From an optimization exercise on the open Yosys and OpenROAD flow, aimed at small area, a short achievable clock period and few clock cycles per item; shortcuts taken in it are not production practice. In this exercise RTL edits were held to simulation tests only and were not proved equivalent to the original. Power is estimated from default activity; no workload was simulated.

run A:
// ln_top
module ln_top (
    input  logic                  core_clk,
    input  logic                  rst_n,
    input  logic                  ln_start,       
    input  ln_pkg::ln_cfg_t       cfg,            
    input  logic [(4 * 4 * 8)-1:0] lbuf_rdata,
    input  logic [(4 * 4 * 8)-1:0] cache_rdata,
    output logic                  ln_end,
    output ln_pkg::ln_lbuf_req_t  lbuf_req,
    output logic [(4 * 4 * 8)-1:0] lbuf_wdata,
    output ln_pkg::ln_cache_req_t cache_req,
    output logic [(4 * 4 * 8)-1:0] cache_wdata
);
Size in the first run: about 690 I/O pins.
clock: 9.0 ns
lec_check: 0
cap_margin: 20
core_margin: 2
core_utilization: 45
cts_buf_list: sky130_fd_sc_hd__clkbuf_8
cts_cluster_diameter: 70
cts_cluster_size: 16
place_density: 0.6
slew_margin: 20
standard.sh (not shown) runs the stock make flow with config.mk's settings and CLKGATE_MAP_FILE= SYNTH_SCRIPT=/design/flow/synth_recipe.tcl, a recipe that flattens the netlist after the stock synthesis.
==> flow/flow/run.sh <==
#!/bin/bash
set -euo pipefail
export BUFFER_PORTS_ARGS="-buffer_cell sky130_fd_sc_hd__buf_2"
export SETUP_SLACK_MARGIN=5.3
# clock tree: same settings as config.mk, without dummy balancing loads
export CTS_ARGS="-sink_clustering_enable -repair_clock_nets -dont_use_dummy_load -buf_list sky130_fd_sc_hd__clkbuf_8 -sink_clustering_size 16 -sink_clustering_max_diameter 70"
bash standard.sh > flow_make.log 2>&1
Testbench counts of run A, summed over its fixed seeds: cycles 69,324, items 40,736.
Input changes introduced in run B (baseline for comparison: run A):
Settings: changing CTS_CLUSTER_SIZE from 16 to 12; changing CTS_CLUSTER_DIAMETER from 70 to 50; setting ABC_AREA to 1 for the first time.
==> flow/flow/run.sh <==
#!/bin/bash
set -euo pipefail
export BUFFER_PORTS_ARGS="-buffer_cell sky130_fd_sc_hd__buf_2"
export SETUP_SLACK_MARGIN=5.3
bash standard.sh > flow_make.log 2>&1
--- outcome ---
- From run A to run B the numbers moved as follows: total routed wirelength now sits higher, synthesized cell count now sits higher.
- Summary of run B over run A: clock-buffer cell count higher, pin slew with the least headroom to its limit down 0.0047 ns.
- Run B gives less synthesized-area fraction occupied by ao, oa, aoi and oai cells than run A did.
- The largest family of logic cells by synthesized area comes out compound AO/OA/AOI/OAI gates in one run and simple AND/OR/NAND/NOR gates in the other, namely in run A and run B respectively.
- [run B] routing usage on met2 rose 0.80 points relative to run A
--- input diff run B..run C ---
Settings: CTS_BUF_LIST no longer set, was sky130_fd_sc_hd__clkbuf_8; CTS_CLUSTER_DIAMETER now 60, was 50; CTS_CLUSTER_SIZE now 20, was 12; ABC_AREA no longer set, was 1; SETUP_SLACK_MARGIN now 5, previously not set.
==> flow/run.sh (new file) <==
#!/bin/bash
# synth_recipe.tcl (not shown) runs the flow's synth.tcl, then flattens the netlist and writes it again
# the make line also repeats each setting of config.mk as NAME=value (left out here)
make -C /OpenROAD-flow-scripts/flow DESIGN_CONFIG=/design/flow/config.mk WORK_HOME=/design/flow/orfs CLKGATE_MAP_FILE= SYNTH_SCRIPT=/design/flow/synth_recipe.tcl finish
removed: flow/flow/run.sh
removed: flow/standard.sh
--- outcome ---
Taking run C over run B, the TritonCTS buffer count ratio works out to 0.811.
Comparing run C against run B, there is no change at all in number of maximum-capacitance constraint violations.
Run B and run C ended up with roughly the same met2 usage.
Type of the worst setup path: reg2out -> run C, in2reg -> run B
Run B has higher critical-path maximum fanout than run C.
Changes observed in run C relative to run B: cell area fell by 1900 µm², data arrival time of the critical path moved down, area occupied by multi-input gates comparable, routed wire length on met2 went down, average cell area after synthesis has increased.
Run C reached the final stage; the timing, design-rule and antenna checks on its layout passed.
> inputs changed (run C -> run D)
Settings: SETUP_SLACK_MARGIN no longer set, was 5; CTS_CLUSTER_DIAMETER now 50, was 60; CTS_BUF_LIST now sky130_fd_sc_hd__clkbuf_8, previously not set; CTS_CLUSTER_SIZE now 12, was 20.
==> flow/flow/run.sh (new file) <==
#!/bin/bash
set -euo pipefail
export BUFFER_PORTS_ARGS="-buffer_cell sky130_fd_sc_hd__buf_1"
export SETUP_SLACK_MARGIN=5.3
bash standard.sh > flow_make.log 2>&1
==> flow/standard.sh (new file) <==
#!/bin/bash
# synth_recipe.tcl (not shown) runs the flow's synth.tcl, then flattens the netlist and writes it again
# the make line also repeats each setting of config.mk as NAME=value (left out here)
make -C /OpenROAD-flow-scripts/flow DESIGN_CONFIG=/design/flow/config.mk WORK_HOME=/design/flow/orfs CLKGATE_MAP_FILE= SYNTH_SCRIPT=/design/flow/synth_recipe.tcl "${@:-finish}"
removed: flow/run.sh
==> notes.md <==
On DRC violation count after routing, run D and run C are basically level.
Between run D and run C, it is run D whose count of buffering cells on the critical path with inverters included is higher, by 1.
Commonest non-fill, non-tap cell in the layout: sky130_fd_sc_hd__clkdlybuf4s50_1 -> run C, sky130_fd_sc_hd__buf_1 -> run D
Run D ended up with mean[15][7] as its end point of the critical path; run C ended up with cache_wdata[44].
Between run D and run C, the sequential share of layout area is higher for run D.
Against run C as the reference, run D delivers a higher antenna diode count.
A critical path class of reg2out is what run C shows, while reg2reg belongs to run D.
For the number of stages on the worst setup path, run D came in 15 higher than run C did.
Compared with run C, run D shows fraction of area in multi-input gates higher by 3.5 points.
Comparing run D and run C, clock group share of total power is higher on run C.

========
Starting RTL as in the previous note.
export LEC_CHECK = 0
export CAP_MARGIN = 20
export CORE_MARGIN = 2
export CORE_UTILIZATION = 45
export CTS_CLUSTER_DIAMETER = 60
export CTS_CLUSTER_SIZE = 20
export PLACE_DENSITY = 0.6
export SLEW_MARGIN = 20
create_clock -name core_clock -period 9.0 [get_ports {core_clk}]
==> flow/flow/run.sh <==
#!/bin/bash
set -euo pipefail
export BUFFER_PORTS_ARGS="-buffer_cell sky130_fd_sc_hd__buf_2"
export SETUP_SLACK_MARGIN=5.0
bash standard.sh > flow_make.log 2>&1
The starting point completed with no timing, DRC or antenna violations.
Testbench counts at the start, summed over its fixed seeds: cycles 69,324, items 40,736.
Rerun with:
--- a/flow/flow/run.sh
+++ b/flow/flow/run.sh
@@ -4 +4 @@
-export SETUP_SLACK_MARGIN=5.0
+export SETUP_SLACK_MARGIN=5.5
CTS_BUF_LIST = sky130_fd_sc_hd__clkbuf_8   (was default)
CTS_CLUSTER_DIAMETER = 50   (was 60)
CTS_CLUSTER_SIZE = 12   (was 20)
What happened: Clock-buffer cell count goes up by 16. Final area goes up by a few percent. Core utilization goes up by 3.6 points. Total power goes up by a little under a tenth.
Rerun with:
--- a/flow/flow/run.sh
+++ b/flow/flow/run.sh
@@ -4 +4,3 @@
-export SETUP_SLACK_MARGIN=5.5
+export SETUP_SLACK_MARGIN=5.3
+# clock tree: same settings as config.mk, without dummy balancing loads
+export CTS_ARGS="-sink_clustering_enable -repair_clock_nets -dont_use_dummy_load -buf_list sky130_fd_sc_hd__clkbuf_8 -sink_clustering_size 12 -sink_clustering_max_diameter 50"
Design area fell by about 5%.
Total power fell by about 8%.
Area after synthesis is unchanged.
Sequential power hardly moves.
Count of clock-buffer cells in the layout fell by 13.
Utilization fell by 3.0 points.
Sequential cell count is unchanged.
Rerun with:
==> flow/flow/run.sh (replaced) <==
#!/bin/bash
set -euo pipefail
export BUFFER_PORTS_ARGS="-buffer_cell sky130_fd_sc_hd__buf_2"
export SETUP_SLACK_MARGIN=5.0
bash standard.sh > flow_make.log 2>&1
Result: The changed run completed without violations; power went down by 3.9%; area after synthesis is unchanged; register-to-register slack loses 130 ps; die area stays the same.
Rerun with:
--- a/flow/flow/run.sh
+++ b/flow/flow/run.sh
@@ -4 +4 @@
-export SETUP_SLACK_MARGIN=5.0
+export SETUP_SLACK_MARGIN=5.8
CTS_BUF_LIST = default   (was sky130_fd_sc_hd__clkbuf_8)
CTS_CLUSTER_DIAMETER = 60   (was 50)
CTS_CLUSTER_SIZE = 20   (was 12)
Effect:
- clock-buffer cell count is lower by 38
- cell count is higher by a few percent
- die area is unchanged
- total power is higher by a quarter to a third
- critical path depth is higher by 1
- final area is higher by about a fifth
- core utilization is higher by 8.7 points
- non-clock buffer count is higher by 577
- setup slack is better by 140 ps
- clock skew is lower by 11 ps
Rerun with:
--- a/flow/flow/run.sh
+++ b/flow/flow/run.sh
@@ -4 +4 @@
-export SETUP_SLACK_MARGIN=5.8
+export SETUP_SLACK_MARGIN=5.0
CORE_UTILIZATION = 60   (was 45)
CTS_BUF_LIST = sky130_fd_sc_hd__clkbuf_8   (was default)
CTS_CLUSTER_DIAMETER = 50   (was 60)
CTS_CLUSTER_SIZE = 12   (was 20)
PLACE_DENSITY = 0.75   (was 0.6)
- wire length decreases by 13%
- worst setup slack degrades by 210 ps
- synthesized area stays the same
- fmax decreases by about 5%
- clock skew increases by 4.7 ps

==> port drivers added, routing unchanged <==
No port has a modelled driver above. Below, the same layouts with a new extraction and two added sets of constraints.
Step 1 (the two cells are an assumption about what drives the block):
set clk [get_ports {core_clk}]
set_driving_cell -lib_cell sky130_fd_sc_hd__clkbuf_16 $clk
set_driving_cell -lib_cell sky130_fd_sc_hd__buf_2 [delete_from_list [all_inputs] $clk]
Step 2, shift: input delay + t, output delay - t, t = (earliest + latest rising clock arrival at the registers) / 2. This alone moves slack from input paths to output paths.
Three values: ideal, step 1, step 2; two values: the first two.
run	shift t [ns]	setup WS [ns]	latest minus earliest clock arrival (ns)	worst data-port slew with drivers (ns)	cell pins on the clock port's net
run A	0.868	5.219 / 5.215 / 4.347	0.097 / 0.096	0.23	1
run B	0.977	4.577 / 4.630 / 3.653	0.061 / 0.060	0.21	1
run C	0.809	5.028 / 4.945 / 4.316	0.046 / 0.045	0.24	1
run D	0.960	5.230 / 5.230 / 4.416	0.061 / 0.061	0.20	1
the first run of note 2	0.802	5.113 / 5.150 / 4.357	0.040 / 0.040	0.20	1
the second run of note 2	0.978	5.270 / 5.270 / 4.398	0.060 / 0.060	0.21	1
the third run of note 2	0.905	5.242 / 5.227 / 4.322	0.101 / 0.102	0.23	1
the fourth run of note 2	0.962	5.115 / 5.115 / 4.216	0.055 / 0.056	0.20	1
the fifth run of note 2	0.814	5.258 / 5.258 / 4.467	0.043 / 0.043	0.22	1
the sixth run of note 2	0.877	5.048 / 5.048 / 4.257	0.049 / 0.048	0.19	1
After both steps setup and hold are still met in every run listed. For run B, which loses most, drivers alone change the setup slack by +0.053 ns; drivers and shift together by -0.924 ns.
